Context: an optimization exercise on an open-source flow, tuned for small area. The choices shown serve that exercise and are no tape-out recipe. Function was checked by simulation only, so behaviour that the tests miss may differ from the original. Power and IR drop assume default switching activity.

Design servo_recipe_pwm_sequencer, start of the top module:
module servo_recipe_pwm_sequencer #(
  parameter int RECIPE_DEPTH = srps_pkg::RECIPE_DEPTH_DEF
) (
  input  logic                          clk,
  input  logic                          rst_n,
  input  logic                          in_valid,
  output logic                          in_ready,
  input  srps_pkg::in_item_t            in_data,
  output logic                          out_valid,
  input  logic                          out_ready,
  output srps_pkg::out_item_t           out_data,
  input  logic                          psel,
  input  logic                          penable,
  input  logic                          pwrite,
  input  logic [srps_pkg::CFG_AW-1:0]   paddr,
  input  logic [srps_pkg::CFG_DW-1:0]   pwdata,
  output logic [srps_pkg::CFG_DW-1:0]   prdata,
  output logic                          pready
);
Size: roughly 2000 cells after synthesis, about 20000 sq um of cells after synthesis.
clock: 9.0 ns
lec_check: 0
cap_margin: 10
core_margin: 2
core_utilization: 70
cts_buf_list: sky130_fd_sc_hd__clkbuf_8
cts_cluster_diameter: 40
cts_cluster_size: 20
gpl_timing_driven: 0
place_density: 0.8
slew_margin: 10
standard.sh (not shown) runs the stock make flow with config.mk's settings and CLKGATE_MAP_FILE= SYNTH_SCRIPT=/design/flow/synth_recipe.tcl, a recipe that flattens the netlist after the stock synthesis.
==> flow/flow/run.sh <==
#!/bin/bash
# Layout flow: the standard flow (standard.sh) with two changes.
#  - Synthesis maps the logic with the area-oriented ABC script in
#    flow/abc_area.script and without Yosys's full-adder extraction. Flip-flops
#    are mapped before ABC runs, so registers, their names and cell types are
#    those of the standard synthesis.
#  - Port buffering uses the smallest buffer, sky130_fd_sc_hd__buf_1.
# Each step's full output goes to its own log here; ORFS's logs are under orfs/.
set -euo pipefail
cd "$(dirname "${BASH_SOURCE[0]}")/.."
W=$PWD
rm -rf "$W/scripts_area"
cp -r "$FLOW_HOME/scripts" "$W/scripts_area"
cp "$W/flow/abc_area.script" "$W/scripts_area/abc_area.script"
bash standard.sh SCRIPTS_DIR="$W/scripts_area" ABC_AREA=1 ADDER_MAP_FILE= synth > "$W/synth.log" 2>&1
bash standard.sh "BUFFER_PORTS_ARGS=-buffer_cell sky130_fd_sc_hd__buf_1" finish > "$W/layout.log" 2>&1
==> flow/flow/abc_area.script <==
&get -n
&deepsyn -T 120
&put
dch -f
amap
mfs2
strash
dch -f
amap
topo
stime -c
Change:
Settings changed: CAP_MARGIN 10 to 20, CORE_UTILIZATION 70 to 55, CTS_BUF_LIST sky130_fd_sc_hd__clkbuf_8 to sky130_fd_sc_hd__clkbuf_16, CTS_CLUSTER_DIAMETER 40 to 60, CTS_CLUSTER_SIZE 20 to 30, PLACE_DENSITY 0.8 to unset, SLEW_MARGIN 10 to 20.
=> Final area climbs by 1.4%. Core utilization goes down by 16 points. Power rose by 2.3%. Hold slack hardly moves. Worst setup slack improves by 0.095 ns.
Change:
Settings changed: CTS_BUF_LIST sky130_fd_sc_hd__clkbuf_16 to sky130_fd_sc_hd__clkbuf_8, CTS_CLUSTER_DIAMETER 60 to 45, CTS_CLUSTER_SIZE 30 to 16.
Synthesized area stays the same.
Maximum frequency hardly moves.
Worst setup slack is better by 0.015 ns.
Change:
Settings changed: CORE_UTILIZATION 55 to 65, CTS_BUF_LIST sky130_fd_sc_hd__clkbuf_8 to sky130_fd_sc_hd__clkbuf_16, CTS_CLUSTER_DIAMETER 45 to 50, CTS_CLUSTER_SIZE 16 to 30, PLACE_DENSITY set to 0.75.
What happened: Via count is higher by 3.3%; power climbs by 8.6%; sequential share of layout area goes down by 0.58 points; fmax went down by 0.51%; design area climbs by 1.1%; die area decreases by 15%; global-route usage grows by 3.8 points; setup slack degrades by 0.040 ns; clock skew stays flat; wire length came out lower by 3.1%.

* * *

== raven ==
Another version of the RTL of servo_recipe_pwm_sequencer (not shown whole).
Size in the first run: ~1900 cells after synthesis, about 110 I/O pins, roughly 20000 µm² of cells after synthesis.
// servo_recipe_pwm_sequencer
module servo_recipe_pwm_sequencer #(
  parameter int RECIPE_DEPTH = srps_pkg::RECIPE_DEPTH_DEF
) (
  input  logic                          clk,
  input  logic                          rst_n,
  input  logic                          in_valid,
  output logic                          in_ready,
  input  srps_pkg::in_item_t            in_data,
  output logic                          out_valid,
  input  logic                          out_ready,
  output srps_pkg::out_item_t           out_data,
  input  logic                          psel,
  input  logic                          penable,
  input  logic                          pwrite,
  input  logic [srps_pkg::CFG_AW-1:0]   paddr,
  input  logic [srps_pkg::CFG_DW-1:0]   pwdata,
  output logic [srps_pkg::CFG_DW-1:0]   prdata,
  output logic                          pready
);
Settings: LEC_CHECK=0, CAP_MARGIN=20, CORE_MARGIN=2, CORE_UTILIZATION=70, GPL_TIMING_DRIVEN=0, PLACE_DENSITY=0.8, SLEW_MARGIN=20; clock period 9.0 ns.
==> flow/flow/run.sh <==
#!/bin/bash
# Layout flow: the standard flow (standard.sh) with these changes.
#  - Synthesis maps the logic with the area-oriented ABC script in
#    flow/abc_area.script and without Yosys's full-adder extraction. Flip-flops
#    are mapped before ABC runs, so registers, their names and cell types are
#    those of the standard synthesis.
#  - Port buffering uses the smallest buffer, sky130_fd_sc_hd__buf_1.
#  - Clock tree synthesis uses clkbuf_8 sink clusters and inserts no dummy
#    loads.
# Each step's full output goes to its own log here; ORFS's logs are under orfs/.
set -euo pipefail
cd "$(dirname "${BASH_SOURCE[0]}")/.."
W=$PWD
rm -rf "$W/scripts_area"
cp -r "$FLOW_HOME/scripts" "$W/scripts_area"
cp "$W/flow/abc_area.script" "$W/scripts_area/abc_area.script"
bash standard.sh SCRIPTS_DIR="$W/scripts_area" ABC_AREA=1 ADDER_MAP_FILE= synth > "$W/synth.log" 2>&1
bash standard.sh "BUFFER_PORTS_ARGS=-buffer_cell sky130_fd_sc_hd__buf_1" \
  "CTS_ARGS=-sink_clustering_enable -repair_clock_nets -sink_clustering_size 20 -sink_clustering_max_diameter 36 -buf_list sky130_fd_sc_hd__clkbuf_8 -dont_use_dummy_load" \
  finish > "$W/layout.log" 2>&1
Scripts as last shown in full above: flow/flow/abc_area.script
Setup changes, raven to indigo
--- a/flow/flow/run.sh
+++ b/flow/flow/run.sh
@@ -19 +19 @@
-  "CTS_ARGS=-sink_clustering_enable -repair_clock_nets -sink_clustering_size 20 -sink_clustering_max_diameter 36 -buf_list sky130_fd_sc_hd__clkbuf_8 -dont_use_dummy_load" \
+  "CTS_ARGS=-sink_clustering_enable -repair_clock_nets -sink_clustering_size 20 -sink_clustering_max_diameter 44 -buf_list sky130_fd_sc_hd__clkbuf_8 -dont_use_dummy_load" \
==> comparison <==
- Critical path depth: indigo higher than raven
- Looking at logic gate share of total power, indigo sits 4.4 points higher than raven does.
- Synthesized cell count (indigo over raven): decrease, 6
- Of the two values seen for capturing instance or port of the critical path, pw_r[7] was produced by indigo and mov_sel_r by raven.
Changes in garnet relative to indigo:
Settings: putting CTS_CLUSTER_DIAMETER at 36 where nothing was set; putting CTS_CLUSTER_SIZE at 20 where nothing was set; putting CTS_BUF_LIST at sky130_fd_sc_hd__clkbuf_8 where nothing was set.
--- a/flow/flow/run.sh
+++ b/flow/flow/run.sh
@@ -2 +2 @@
-# Layout flow: the standard flow (standard.sh) with these changes.
+# Layout flow: the standard flow (standard.sh) with two changes.
@@ -8,2 +7,0 @@
-#  - Clock tree synthesis uses clkbuf_8 sink clusters and inserts no dummy
-#    loads.
@@ -18,3 +16 @@
-bash standard.sh "BUFFER_PORTS_ARGS=-buffer_cell sky130_fd_sc_hd__buf_1" \
-  "CTS_ARGS=-sink_clustering_enable -repair_clock_nets -sink_clustering_size 20 -sink_clustering_max_diameter 44 -buf_list sky130_fd_sc_hd__clkbuf_8 -dont_use_dummy_load" \
-  finish > "$W/layout.log" 2>&1
+bash standard.sh "BUFFER_PORTS_ARGS=-buffer_cell sky130_fd_sc_hd__buf_1" finish > "$W/layout.log" 2>&1
==> notes.md <==
In the reports for garnet and indigo, the smaller arrival time of the worst setup path belongs to indigo. Instance count of the mapped netlist: garnet > indigo. garnet vs. indigo: maximum frequency from static timing analysis decreased by about 6% relative to the old numbers, sequential cell area share has decreased, clock-buffer cell count rose 43%, area of all placed cells without fillers now sits higher, worst setup slack went down 0.55 ns. Ratio of final minimum period to clock period, garnet and indigo, lower one = indigo. Power in garnet is about 6% above indigo.
Relative to garnet, the following input files were edited for violet:
Settings: swapping 70 for 80 in CORE_UTILIZATION; clearing CTS_CLUSTER_DIAMETER, which used to be 36; clearing CTS_CLUSTER_SIZE, which used to be 20; clearing CTS_BUF_LIST, which used to be sky130_fd_sc_hd__clkbuf_8; swapping 0.8 for 0.9 in PLACE_DENSITY.
--- a/flow/flow/run.sh
+++ b/flow/flow/run.sh
@@ -2 +2 @@
-# Layout flow: the standard flow (standard.sh) with two changes.
+# Layout flow: the standard flow (standard.sh) with these changes.
@@ -7,0 +8,2 @@
+#  - Clock tree synthesis uses clkbuf_8 sink clusters and inserts no dummy
+#    loads.
@@ -16 +18,3 @@
-bash standard.sh "BUFFER_PORTS_ARGS=-buffer_cell sky130_fd_sc_hd__buf_1" finish > "$W/layout.log" 2>&1
+bash standard.sh "BUFFER_PORTS_ARGS=-buffer_cell sky130_fd_sc_hd__buf_1" \
+  "CTS_ARGS=-sink_clustering_enable -repair_clock_nets -sink_clustering_size 20 -sink_clustering_max_diameter 44 -buf_list sky130_fd_sc_hd__clkbuf_8 -dont_use_dummy_load" \
+  finish > "$W/layout.log" 2>&1
Results
violet did not stop at any stage, and its layout met the timing, DRC and antenna checks. Starting density of the core is higher on violet. [compare] base=garnet new=violet: number of gates given a new drive strength after cts decreased 1; power density normalized to cell area moved down; smallest setup slack after layout now sits higher; final area decreased 3.5%. The total cell area at the placement stage number comes out lower for violet vs garnet. Of garnet and violet, the run reporting the higher die area was garnet.

port drivers added, routing unchanged:
The results above use ideal ports. As a check the final layouts listed here were re-extracted and re-timed, cells and wires unchanged. Step 1 (the two cells are an assumption about what drives the block):
set clk [get_ports {clk}]
set_driving_cell -lib_cell sky130_fd_sc_hd__clkbuf_16 $clk
set_driving_cell -lib_cell sky130_fd_sc_hd__buf_2 [delete_from_list [all_inputs] $clk]
Step 2 adds t to the input delays and takes it off the output delays; t is the mean of the earliest and latest rising clock arrival at the registers after step 1. Input paths then give back, and output paths get back, about the clock's delay inside the block. Slacks: no drivers / after step 1 / after step 2; pairs: no drivers / after step 1.
run	shift t [ns]	setup WS [ns]	worst slew at a driven data input, ns
the first run of note 1	0.650	1.044 / 1.044 / 0.532	0.04
the second run of note 1	0.595	1.139 / 1.172 / 0.578	0.04
the third run of note 1	0.675	1.154 / 1.154 / 0.539	0.04
the fourth run of note 1	0.597	1.114 / 1.114 / 0.683	0.04
raven	0.639	0.294 / 0.294 / 0.294	0.04
indigo	0.605	0.840 / 0.840 / 0.478	0.03
garnet	0.657	0.290 / 0.290 / 0.290	0.04
violet	0.611	0.555 / 0.579 / -0.032	0.04
With both steps, setup timing fails in violet, where it was met with ideal ports. For the third run of note 1, which loses most, drivers alone change the setup slack by 0.000 ns; drivers and shift together by -0.615 ns.
